This is an optimization exercise on Yosys and OpenROAD, whose aim is small area, a short achievable clock period and few clock cycles per item, not a production implementation. At most, simulation tests tie the RTL to the original design; equivalence was not proved.

==> inputs of job 8175 <==
Design addressable_led_pixel_driver_top, start of the top module:
module addressable_led_pixel_driver_top #(
    parameter int MAX_PIXELS = lpd_pkg::DEF_MAX_PIXELS
) (
    input  wire logic                           i_clk,
    input  wire logic                           i_rst_n,
    input  wire logic                           i_cfg_we,
    input  wire logic [lpd_pkg::CFG_IDX_W-1:0]  i_cfg_idx,
    input  wire logic [lpd_pkg::CFG_DATA_W-1:0] i_cfg_data,
    input  wire logic                           i_item_valid,
    output logic                                o_item_ready,
    input  wire logic [1:0]                     i_item_op,
    input  wire logic [7:0]                     i_item_pixel_index,
    input  wire logic [7:0]                     i_item_red,
    input  wire logic [7:0]                     i_item_green,
    input  wire logic [7:0]                     i_item_blue,
    output logic                                o_res_valid,
    input  wire logic                           i_res_ready,
    output logic                                o_res_line_level,
    output logic                                o_res_busy
);
==> flow/config.mk <==
export PLATFORM = sky130hd
export DESIGN_NAME = addressable_led_pixel_driver_top
export DESIGN_NICKNAME = addressable_led_pixel_driver_top
export VERILOG_FILES = /design/flow/design.v
export SDC_FILE = /design/flow/constraint.sdc
export NUM_CORES = 4
export LEC_CHECK = 0
export CAP_MARGIN = 20
export CORE_MARGIN = 2
export CORE_UTILIZATION = 60
export SETUP_SLACK_MARGIN = 3.3
export SLEW_MARGIN = 20
export SYNTH_MEMORY_MAX_BITS = 8192
==> flow/constraint.sdc <==
create_clock -name core_clock -period 6.0 [get_ports {i_clk}]
set_input_delay 1.2000 -clock core_clock [delete_from_list [all_inputs] [get_ports {i_clk}]]
set_output_delay 1.2000 -clock core_clock [all_outputs]
set_load 0.01 [all_outputs]
standard.sh (not shown) runs the stock make flow with config.mk's settings and CLKGATE_MAP_FILE= SYNTH_SCRIPT=/design/flow/synth_recipe.tcl, a recipe that flattens the netlist after the stock synthesis.
==> flow/flow/run.sh <==
#!/bin/bash
# Standard ORFS layout with custom clock tree synthesis arguments.
set -o pipefail
export CTS_ARGS="-sink_clustering_enable -repair_clock_nets -dont_use_dummy_load -sink_clustering_size 28 -sink_clustering_max_diameter 90 -buf_list sky130_fd_sc_hd__clkbuf_16"
cp standard.sh standard_copy.txt
bash standard.sh > standard.log 2>&1
==> job 5703 (differences from job 8175) <==
--- a/flow/design.v
+++ b/flow/design.v
@@ -56,11 +56,11 @@
     parameter int L = 16
 ) (
     input  wire logic                                  i_clk,
     input  wire logic [R-1:0][lpd_pkg::ROW_BYTES-1:0]  i_wsel,
     input  wire logic [lpd_pkg::ROW_W-1:0]             i_wdata,
-    input  wire logic [R-1:0]                          i_rsel,
+    input  wire logic [$clog2(R)-1:0]                  i_rsel,
     output logic [lpd_pkg::ROW_W-1:0]                  o_rd_row
 );
     logic [R-1:0][L-1:0][lpd_pkg::ROW_W-1:0] mem;
     logic [R-1:0][lpd_pkg::ROW_W-1:0]        tail;
     always_comb begin
@@ -73,16 +73,11 @@
     always_ff @(posedge i_clk) begin
         for (int r = 0; r < R; r++) begin
             mem[r] <= {tail[r], mem[r][L-1:1]};
         end
     end
-    always_comb begin
-        o_rd_row = '0;
-        for (int r = 0; r < R; r++) begin
-            o_rd_row = o_rd_row | (mem[r][0] & {lpd_pkg::ROW_W{i_rsel[r]}});
-        end
-    end
+    assign o_rd_row = tail[i_rsel];
 endmodule
 `default_nettype wire
 `default_nettype none
 module lpd_engine #(
     parameter int R = 16,
@@ -91,26 +86,23 @@
     input  wire logic                      i_clk,
     input  wire logic                      i_rst_n,
     input  wire logic                      i_vld,
     input  wire logic                      i_room,
     input  wire logic [1:0]                i_op,
-    input  wire logic                      i_in_range,
-    input  wire logic                      i_slot_hit,
     input  wire logic [7:0]                i_pixel_index,
     input  wire logic [7:0]                i_red,
     input  wire logic [7:0]                i_green,
     input  wire logic [7:0]                i_blue,
     input  wire lpd_pkg::t_cfg             i_cfg,
     output logic                           o_fire,
     output logic                           o_line_level,
     output logic                           o_busy,
     output logic                           o_hold_fires,
     output logic                           o_blocked_nx,
-    output logic [$clog2(L)-1:0]           o_ph_nx,
     output logic [R-1:0][lpd_pkg::ROW_BYTES-1:0] o_wsel,
     output logic [lpd_pkg::ROW_W-1:0]      o_wdata,
-    output logic [R-1:0]                   o_rsel,
+    output logic [$clog2(R)-1:0]           o_rsel,
     input  wire logic [lpd_pkg::ROW_W-1:0] i_rd_row
 );
     localparam int PW = $clog2(L);
     localparam int RW = $clog2(R);
     logic [PW-1:0]    r_ph;
@@ -130,15 +122,10 @@
     logic             r_plast;
     logic [23:0]      r_nxt;
     logic             r_nxt_ok;
     logic [15:0]      r_latch;
     logic             r_line;
-    logic [PW-1:0]    r_tph;       
-    logic [R-1:0]     r_tring;
-    logic             r_tchg;      
-    logic             tchg;
-    logic             wr_tgt;
     logic             n_send, n_latch_ph;
     logic [23:0]      n_sh;
     logic [2:0]       n_bit;
     logic [1:0]       n_slot;
     logic [7:0]       n_bcnt;
@@ -163,11 +150,11 @@
     logic             nb;
     logic [23:0]      nxt_sh;
     assign idle     = !r_send && !r_latch_ph;
     assign n_eff    = i_cfg.num_pixels[8] ? 9'd256 : i_cfg.num_pixels;
     assign n_zero   = (i_cfg.num_pixels == 9'd0);
-    assign in_range = i_in_range;
+    assign in_range = i_cfg.num_pixels[8] || (i_pixel_index < i_cfg.num_pixels[7:0]);
     assign bt_m1    = (i_cfg.bit_ticks == 8'd0) ? 8'd0 : i_cfg.bit_ticks - 8'd1;
     assign oh_nz    = (i_cfg.one_high != 8'd0);
     assign zh_nz    = (i_cfg.zero_high != 8'd0);
     assign lt_zero  = (i_cfg.latch_ticks == 16'd0);
     assign op_tick  = (i_op == 2'd0);
@@ -193,36 +180,34 @@
         o_fire = 1'b0;
         if (i_vld && i_room && !r_rclr) begin
             if (!idle || op_tick) begin
                 o_fire = 1'b1;
             end else if (op_set) begin
-                o_fire = !in_range || i_slot_hit;
+                o_fire = !in_range || (r_ph == i_pixel_index[PW-1:0]);
             end else if (op_clear) begin
                 o_fire = zdone;
             end else begin
                 o_fire = n_zero || r_nxt_ok;
             end
         end
     end
-    assign set_wr = i_vld && op_set && idle && in_range && i_slot_hit;
+    assign set_wr = o_fire && op_set && idle && in_range;
     always_comb begin
         for (int r = 0; r < R; r++) begin
             for (int s = 0; s < lpd_pkg::ROW_BYTES; s++) begin
                 o_wsel[r][s] = zact
                     || (set_wr && (i_pixel_index[7:PW] == RW'(r)) && set_be[s]);
             end
         end
     end
     assign o_wdata = zact ? 24'd0 : set_data;
-    assign o_rsel  = r_tring;
-    assign o_ph_nx = r_ph + PW'(1);
-    assign o_hold_fires = (op_set && (o_ph_nx == i_pixel_index[PW-1:0]))
+    assign o_rsel  = r_tgt[PW +: RW];
+    assign o_hold_fires = (op_set && (PW'(r_ph + PW'(1)) == i_pixel_index[PW-1:0]))
                        || (op_clear && r_zarm && (r_ph == PW'(L - 2)))
                        || (op_show && (r_ph == '0));
     assign o_blocked_nx = r_rclr && !zdone;
-    assign cap    = (r_ph == r_tph) && (!r_nxt_ok || idle) && !r_tchg;
-    assign wr_tgt = zact || (set_wr && (i_pixel_index == 8'd0));
+    assign cap = (r_ph == r_tgt[PW-1:0]) && (!r_nxt_ok || idle);
     assign nxt_sh = {r_nxt[7:0], r_nxt[15:8], r_nxt[23:16]};
     always_comb begin
         n_send     = r_send;
         n_latch_ph = r_latch_ph;
         n_sh       = r_sh;
@@ -230,12 +215,11 @@
         n_slot     = r_slot;
         n_bcnt     = r_bcnt;
         n_bz       = r_bz;
         n_hcnt     = r_hcnt;
         n_tgt      = r_tgt;
-        n_nxt_ok   = (r_nxt_ok || cap) && !wr_tgt;
-        tchg       = 1'b0;
+        n_nxt_ok   = r_nxt_ok || cap;
         n_latch    = r_latch;
         n_line     = r_line;
         nb         = 1'b0;
         if (op_tick && r_send) begin
             if (r_bz) begin
@@ -246,16 +230,14 @@
                         n_send     = 1'b0;
                         n_latch_ph = !lt_zero;
                         n_latch    = i_cfg.latch_ticks;
                         n_tgt      = 9'd0;
                         n_nxt_ok   = 1'b0;
-                        tchg       = 1'b1;
                     end else begin
                         n_sh     = nxt_sh;
                         n_tgt    = r_tgt + 9'd1;
                         n_nxt_ok = 1'b0;
-                        tchg     = 1'b1;
                     end
                     n_bit  = 3'd0;
                     n_slot = 2'd0;
                     nb     = r_nxt[7];
                 end else begin
@@ -290,11 +272,10 @@
                 n_slot   = 2'd0;
                 n_bcnt   = bt_m1;
                 n_bz     = (bt_m1 == 8'd0);
                 n_tgt    = 9'd1;
                 n_nxt_ok = 1'b0;
-                tchg     = 1'b1;
                 nb       = r_nxt[7];
                 n_hcnt   = nb ? i_cfg.one_high : i_cfg.zero_high;
                 n_line   = nb ? oh_nz : zh_nz;
             end
         end
@@ -309,24 +290,22 @@
             r_send   <= 1'b0;
             r_latch_ph <= 1'b0;
             r_tgt    <= 9'd0;
             r_nxt_ok <= 1'b0;
             r_line   <= 1'b0;
-            r_tchg   <= 1'b1;
         end else begin
-            r_tchg <= o_fire && tchg;
             r_ph   <= r_ph + PW'(1);
             r_rclr <= r_rclr && !zdone;
             r_zarm <= zact && !zdone && (r_zarm || (r_ph == '0));
             if (o_fire) begin
                 r_send     <= n_send;
                 r_latch_ph <= n_latch_ph;
                 r_tgt      <= n_tgt;
                 r_nxt_ok   <= n_nxt_ok;
                 r_line     <= n_line;
             end else begin
-                r_nxt_ok   <= (r_nxt_ok || cap) && !wr_tgt;
+                r_nxt_ok   <= r_nxt_ok || cap;
             end
         end
     end
     always_ff @(posedge i_clk) begin
         if (o_fire) begin
@@ -340,14 +319,10 @@
         end
         if (cap) begin
             r_nxt <= i_rd_row;
         end
         r_plast <= (r_tgt == n_eff);
-        r_tph   <= r_tgt[PW-1:0];
-        for (int r = 0; r < R; r++) begin
-            r_tring[r] <= (r_tgt[PW +: RW] == RW'(r));
-        end
     end
 endmodule
 `default_nettype wire
 `default_nettype none
 module addressable_led_pixel_driver_top #(
@@ -390,17 +365,13 @@
     logic        pop;
     logic        q1_vld_nx;
     logic        in_vld_nx;
     logic        tick_nx;
     logic        held;
-    logic        r_in_range;
-    logic        r_slot_hit;
-    logic [3:0]  ph_nx;
-    logic [7:0]  idx_nx;
     logic [R-1:0][lpd_pkg::ROW_BYTES-1:0] wsel;
     logic [lpd_pkg::ROW_W-1:0] wdata;
-    logic [R-1:0]              rsel;
+    logic [$clog2(R)-1:0]      rsel;
     logic [lpd_pkg::ROW_W-1:0] rd_row;
     always_ff @(posedge i_clk) begin
         if (!i_rst_n) begin
             r_cfg.num_pixels  <= lpd_pkg::RST_NUM_PIXELS;
             r_cfg.zero_high   <= lpd_pkg::RST_ZERO_HIGH;
@@ -458,17 +429,10 @@
         end else begin
             r_in_vld <= in_vld_nx;
             r_rdy    <= !in_vld_nx || (!blocked_nx && !q1_vld_nx && tick_nx);
         end
     end
-    assign idx_nx = r_rdy ? i_item_pixel_index : r_idx;
-    always_ff @(posedge i_clk) begin
-        r_slot_hit <= (ph_nx == idx_nx[3:0]);
-        if (r_rdy) begin
-            r_in_range <= r_cfg.num_pixels[8] || (i_item_pixel_index < r_cfg.num_pixels[7:0]);
-        end
-    end
     always_ff @(posedge i_clk) begin
         if (r_rdy) begin
             r_op    <= i_item_op;
             r_idx   <= i_item_pixel_index;
             r_red   <= i_item_red;
@@ -487,23 +451,20 @@
         .i_clk         (i_clk),
         .i_rst_n       (i_rst_n),
         .i_vld         (r_in_vld),
         .i_room        (!r_q1_vld),
         .i_op          (r_op),
-        .i_in_range    (r_in_range),
-        .i_slot_hit    (r_slot_hit),
         .i_pixel_index (r_idx),
         .i_red         (r_red),
         .i_green       (r_green),
         .i_blue        (r_blue),
         .i_cfg         (r_cfg),
         .o_fire        (fire),
         .o_line_level  (line_nx),
         .o_busy        (busy_nx),
         .o_hold_fires  (hold_fires),
         .o_blocked_nx  (blocked_nx),
-        .o_ph_nx       (ph_nx),
         .o_wsel        (wsel),
         .o_wdata       (wdata),
         .o_rsel        (rsel),
         .i_rd_row      (rd_row)
     );
==> flow/run.sh (new file) <==
#!/bin/bash
# synth_recipe.tcl (not shown) runs the flow's synth.tcl, then flattens the netlist and writes it again
# the make line also repeats each setting of config.mk as NAME=value (left out here)
make -C /OpenROAD-flow-scripts/flow DESIGN_CONFIG=/design/flow/config.mk WORK_HOME=/design/flow/orfs CLKGATE_MAP_FILE= SYNTH_SCRIPT=/design/flow/synth_recipe.tcl finish
Settings changed: CORE_UTILIZATION 60 to 45, SETUP_SLACK_MARGIN 3.3 to unset.
removed: flow/flow/run.sh
removed: flow/standard.sh
==> job 2152 (differences from job 8175) <==
--- a/flow/design.v
+++ b/flow/design.v
@@ -93,14 +93,18 @@
     input  wire logic                      i_vld,
     input  wire logic                      i_room,
     input  wire logic [1:0]                i_op,
     input  wire logic                      i_in_range,
     input  wire logic                      i_slot_hit,
+    input  wire logic                      i_vld_nx,
+    input  wire logic [1:0]                i_op_nx,
+    input  wire logic                      i_in_range_nx,
+    input  wire logic                      i_slot_hit_nx,
+    input  wire logic [7:0]                i_pixel_index_nx,
     input  wire logic [7:0]                i_pixel_index,
-    input  wire logic [7:0]                i_red,
-    input  wire logic [7:0]                i_green,
-    input  wire logic [7:0]                i_blue,
+    input  wire logic [lpd_pkg::ROW_W-1:0] i_set_data,
+    input  wire logic [lpd_pkg::ROW_BYTES-1:0] i_set_be,
     input  wire lpd_pkg::t_cfg             i_cfg,
     output logic                           o_fire,
     output logic                           o_line_level,
     output logic                           o_busy,
     output logic                           o_hold_fires,
@@ -115,10 +119,16 @@
     localparam int RW = $clog2(R);
     logic [PW-1:0]    r_ph;
     logic             r_rclr;      
     logic             r_zarm;      
     logic             zact;
+    logic             r_zact;      
+    logic             r_wgo;       
+    logic             idle_nx;
+    logic             zact_nx;
+    logic             wgo_nx;
+    logic [R-1:0]     r_wring;     
     logic             zdone;
     logic             r_send;
     logic             r_latch_ph;
     logic [23:0]      r_sh;        
     logic [2:0]       r_bit;
@@ -172,24 +182,13 @@
     assign lt_zero  = (i_cfg.latch_ticks == 16'd0);
     assign op_tick  = (i_op == 2'd0);
     assign op_set   = (i_op == 2'd1);
     assign op_clear = (i_op == 2'd2);
     assign op_show  = (i_op == 2'd3);
-    always_comb begin
-        for (int s = 0; s < lpd_pkg::ROW_BYTES; s++) begin
-            set_be[s] = (32'(i_cfg.red_slot) == s) || (32'(i_cfg.green_slot) == s)
-                     || (32'(i_cfg.blue_slot) == s);
-            if (32'(i_cfg.blue_slot) == s) begin
-                set_data[8*s +: 8] = i_blue;
-            end else if (32'(i_cfg.green_slot) == s) begin
-                set_data[8*s +: 8] = i_green;
-            end else begin
-                set_data[8*s +: 8] = i_red;
-            end
-        end
-    end
-    assign zact  = r_rclr || (i_vld && op_clear && idle);
+    assign set_be   = i_set_be;
+    assign set_data = i_set_data;
+    assign zact  = r_zact;
     assign zdone = zact && r_zarm && (r_ph == PW'(L - 1));
     always_comb begin
         o_fire = 1'b0;
         if (i_vld && i_room && !r_rclr) begin
             if (!idle || op_tick) begin
@@ -201,25 +200,27 @@
             end else begin
                 o_fire = n_zero || r_nxt_ok;
             end
         end
     end
-    assign set_wr = i_vld && op_set && idle && in_range && i_slot_hit;
+    assign set_wr = r_wgo;
+    assign idle_nx = o_fire ? !(n_send || n_latch_ph) : idle;
+    assign zact_nx = (r_rclr && !zdone) || (i_vld_nx && (i_op_nx == 2'd2) && idle_nx);
+    assign wgo_nx  = i_vld_nx && (i_op_nx == 2'd1) && idle_nx && i_in_range_nx && i_slot_hit_nx;
     always_comb begin
         for (int r = 0; r < R; r++) begin
             for (int s = 0; s < lpd_pkg::ROW_BYTES; s++) begin
-                o_wsel[r][s] = zact
-                    || (set_wr && (i_pixel_index[7:PW] == RW'(r)) && set_be[s]);
+                o_wsel[r][s] = zact || (r_wring[r] && set_be[s]);
             end
         end
     end
     assign o_wdata = zact ? 24'd0 : set_data;
     assign o_rsel  = r_tring;
     assign o_ph_nx = r_ph + PW'(1);
     assign o_hold_fires = (op_set && (o_ph_nx == i_pixel_index[PW-1:0]))
                        || (op_clear && r_zarm && (r_ph == PW'(L - 2)))
-                       || (op_show && (r_ph == '0));
+                       || (op_show && cap && !wr_tgt);
     assign o_blocked_nx = r_rclr && !zdone;
     assign cap    = (r_ph == r_tph) && (!r_nxt_ok || idle) && !r_tchg;
     assign wr_tgt = zact || (set_wr && (i_pixel_index == 8'd0));
     assign nxt_sh = {r_nxt[7:0], r_nxt[15:8], r_nxt[23:16]};
     always_comb begin
@@ -303,10 +304,13 @@
     assign o_busy       = n_send || n_latch_ph;
     always_ff @(posedge i_clk) begin
         if (!i_rst_n) begin
             r_ph     <= '0;
             r_rclr   <= 1'b1;
+            r_zact   <= 1'b1;
+            r_wgo    <= 1'b0;
+            r_wring  <= '0;
             r_zarm   <= 1'b0;
             r_send   <= 1'b0;
             r_latch_ph <= 1'b0;
             r_tgt    <= 9'd0;
             r_nxt_ok <= 1'b0;
@@ -314,10 +318,15 @@
             r_tchg   <= 1'b1;
         end else begin
             r_tchg <= o_fire && tchg;
             r_ph   <= r_ph + PW'(1);
             r_rclr <= r_rclr && !zdone;
+            r_zact <= zact_nx;
+            r_wgo  <= wgo_nx;
+            for (int r = 0; r < R; r++) begin
+                r_wring[r] <= wgo_nx && (i_pixel_index_nx[7:PW] == RW'(r));
+            end
             r_zarm <= zact && !zdone && (r_zarm || (r_ph == '0));
             if (o_fire) begin
                 r_send     <= n_send;
                 r_latch_ph <= n_latch_ph;
                 r_tgt      <= n_tgt;
@@ -375,13 +384,14 @@
     lpd_pkg::t_cfg        r_cfg;
     logic        r_rdy;
     logic        r_in_vld;
     logic [1:0]  r_op;
     logic [7:0]  r_idx;
-    logic [7:0]  r_red;
-    logic [7:0]  r_green;
-    logic [7:0]  r_blue;
+    logic [lpd_pkg::ROW_W-1:0]     r_set_data;
+    logic [lpd_pkg::ROW_BYTES-1:0] r_set_be;
+    logic [lpd_pkg::ROW_W-1:0]     set_data;
+    logic [lpd_pkg::ROW_BYTES-1:0] set_be;
     logic        r_q0_vld, r_q0_line, r_q0_busy;
     logic        r_q1_vld, r_q1_line, r_q1_busy;
     logic        fire;
     logic        line_nx;
     logic        busy_nx;
@@ -394,10 +404,15 @@
     logic        held;
     logic        r_in_range;
     logic        r_slot_hit;
     logic [3:0]  ph_nx;
     logic [7:0]  idx_nx;
+    logic [1:0]  op_nx;
+    logic        in_range_in;
+    logic        in_range_nx;
+    logic        slot_hit_nx;
+    logic        in_free;
     logic [R-1:0][lpd_pkg::ROW_BYTES-1:0] wsel;
     logic [lpd_pkg::ROW_W-1:0] wdata;
     logic [R-1:0]              rsel;
     logic [lpd_pkg::ROW_W-1:0] rd_row;
     always_ff @(posedge i_clk) begin
@@ -436,14 +451,19 @@
         end else begin
             r_q1_vld <= r_q1_vld || fire;
         end
     end
     always_ff @(posedge i_clk) begin
-        if (!r_q0_vld || pop) begin
+        if (!i_rst_n) begin
+            r_q0_line <= 1'b0;
+            r_q0_busy <= 1'b0;
+        end else if (!r_q0_vld || pop) begin
             r_q0_line <= r_q1_vld ? r_q1_line : line_nx;
             r_q0_busy <= r_q1_vld ? r_q1_busy : busy_nx;
         end
+    end
+    always_ff @(posedge i_clk) begin
         if (!r_q1_vld) begin
             r_q1_line <= line_nx;
             r_q1_busy <= busy_nx;
         end
     end
@@ -458,24 +478,41 @@
         end else begin
             r_in_vld <= in_vld_nx;
             r_rdy    <= !in_vld_nx || (!blocked_nx && !q1_vld_nx && tick_nx);
         end
     end
-    assign idx_nx = r_rdy ? i_item_pixel_index : r_idx;
+    always_comb begin
+        for (int s = 0; s < lpd_pkg::ROW_BYTES; s++) begin
+            set_be[s] = (32'(r_cfg.red_slot) == s) || (32'(r_cfg.green_slot) == s)
+                     || (32'(r_cfg.blue_slot) == s);
+            if (32'(r_cfg.blue_slot) == s) begin
+                set_data[8*s +: 8] = i_item_blue;
+            end else if (32'(r_cfg.green_slot) == s) begin
+                set_data[8*s +: 8] = i_item_green;
+            end else begin
+                set_data[8*s +: 8] = i_item_red;
+            end
+        end
+    end
+    assign in_free = !r_in_vld || fire;
+    assign idx_nx  = in_free ? i_item_pixel_index : r_idx;
+    assign op_nx       = in_free ? i_item_op : r_op;
+    assign in_range_in = r_cfg.num_pixels[8] || (i_item_pixel_index < r_cfg.num_pixels[7:0]);
+    assign in_range_nx = in_free ? in_range_in : r_in_range;
+    assign slot_hit_nx = (ph_nx == idx_nx[3:0]);
     always_ff @(posedge i_clk) begin
-        r_slot_hit <= (ph_nx == idx_nx[3:0]);
-        if (r_rdy) begin
-            r_in_range <= r_cfg.num_pixels[8] || (i_item_pixel_index < r_cfg.num_pixels[7:0]);
+        r_slot_hit <= slot_hit_nx;
+        if (in_free) begin
+            r_in_range <= in_range_in;
         end
     end
     always_ff @(posedge i_clk) begin
-        if (r_rdy) begin
+        if (in_free) begin
             r_op    <= i_item_op;
             r_idx   <= i_item_pixel_index;
-            r_red   <= i_item_red;
-            r_green <= i_item_green;
-            r_blue  <= i_item_blue;
+            r_set_data <= set_data;
+            r_set_be   <= set_be;
         end
     end
     assign o_item_ready     = r_rdy;
     assign o_res_valid      = r_q0_vld;
     assign o_res_line_level = r_q0_line;
@@ -489,14 +526,18 @@
         .i_vld         (r_in_vld),
         .i_room        (!r_q1_vld),
         .i_op          (r_op),
         .i_in_range    (r_in_range),
         .i_slot_hit    (r_slot_hit),
+        .i_vld_nx      (in_vld_nx),
+        .i_op_nx       (op_nx),
+        .i_in_range_nx (in_range_nx),
+        .i_slot_hit_nx (slot_hit_nx),
+        .i_pixel_index_nx (idx_nx),
         .i_pixel_index (r_idx),
-        .i_red         (r_red),
-        .i_green       (r_green),
-        .i_blue        (r_blue),
+        .i_set_data    (r_set_data),
+        .i_set_be      (r_set_be),
         .i_cfg         (r_cfg),
         .o_fire        (fire),
         .o_line_level  (line_nx),
         .o_busy        (busy_nx),
         .o_hold_fires  (hold_fires),
==> flow/flow/run.sh (replaced) <==
#!/bin/bash
# Standard ORFS layout with custom clock tree synthesis arguments.
set -o pipefail
export CTS_ARGS="-sink_clustering_enable -repair_clock_nets -dont_use_dummy_load -sink_clustering_size 28 -sink_clustering_max_diameter 90 -buf_list sky130_fd_sc_hd__clkbuf_16"
export BUFFER_PORTS_ARGS="-buffer_cell sky130_fd_sc_hd__buf_2"
bash standard.sh > standard.log 2>&1
Settings changed: SETUP_SLACK_MARGIN 3.3 to 3.6.
==> run_results.csv <==
group,metric,value,unit
outcome,status,"complete, no violations",
detailed_routing,wirelength,261400,um
synth,synthTopCellsByArea,"dfxtp_1 88%, edfxtp_1 2.4%, nand2_1 1.7%",
global_routing,busiest_layer,"met1",
cells_and_area,final_util,65.44,%
cells_and_area,nNetsFinal,9277,
-- figures above: job 2152

==> run_results.csv <==
group,metric,value,unit
outcome,status,"complete, no violations",
cells_and_area,final_util,65.31,%
global_routing,busiest_layer,"met1",
synth,synthTopCellsByArea,"dfxtp_1 89%, edfxtp_1 2.5%, nand3_1 1.5%",
-- figures above: job 8175

==> run_results.csv <==
group,metric,value,unit
detailed_routing,wirelength,250000,um
cells_and_area,final_util,52.98,%
synth,synthTopCellsByArea,"dfxtp_1 87%, edfxtp_1 2.5%, mux2i_1 2.0%",
cells_and_area,nNetsFinal,9281,
outcome,status,"complete, no violations",
-- figures above: job 5703

Testbench counts of job 2152, summed over its fixed seeds: cycles 131,017, items 128,383.
Function not checked in job 8175 and job 5703: the RTL went through the layout flow alone.

==> port drivers added, routing unchanged <==
The flow's constraints put no driver on any port. The routed layouts listed below were extracted and timed again, unchanged, in two steps. Step 1 sets driving cells, clkbuf_16 on the clock port and buf_2 on the other inputs (assumed; they add their load-dependent delay and slew). Step 2 moves the port delays by t, midway between the first and last clock arrival at a register: inputs arrive t later, outputs are due t later. That takes back most of the time a late clock gives input paths. Three values: ideal ports, drivers, drivers and shift; two values: the first two.
| run | shift t [ns] | setup slack, ns | pins driven straight from the clock port |
|---|---|---|---|
| job 8175 | 0.988 | 3.292 / 3.292 / 2.502 | 1 |
| job 5703 | 1.070 | 1.747 / 1.747 / 1.747 | 1 |
| job 2152 | 0.982 | 3.437 / 3.381 / 2.705 | 1 |
After both steps setup and hold are still met in every run listed. For job 8175, which loses most, drivers alone change the setup slack by 0.000 ns; drivers and shift together by -0.790 ns.
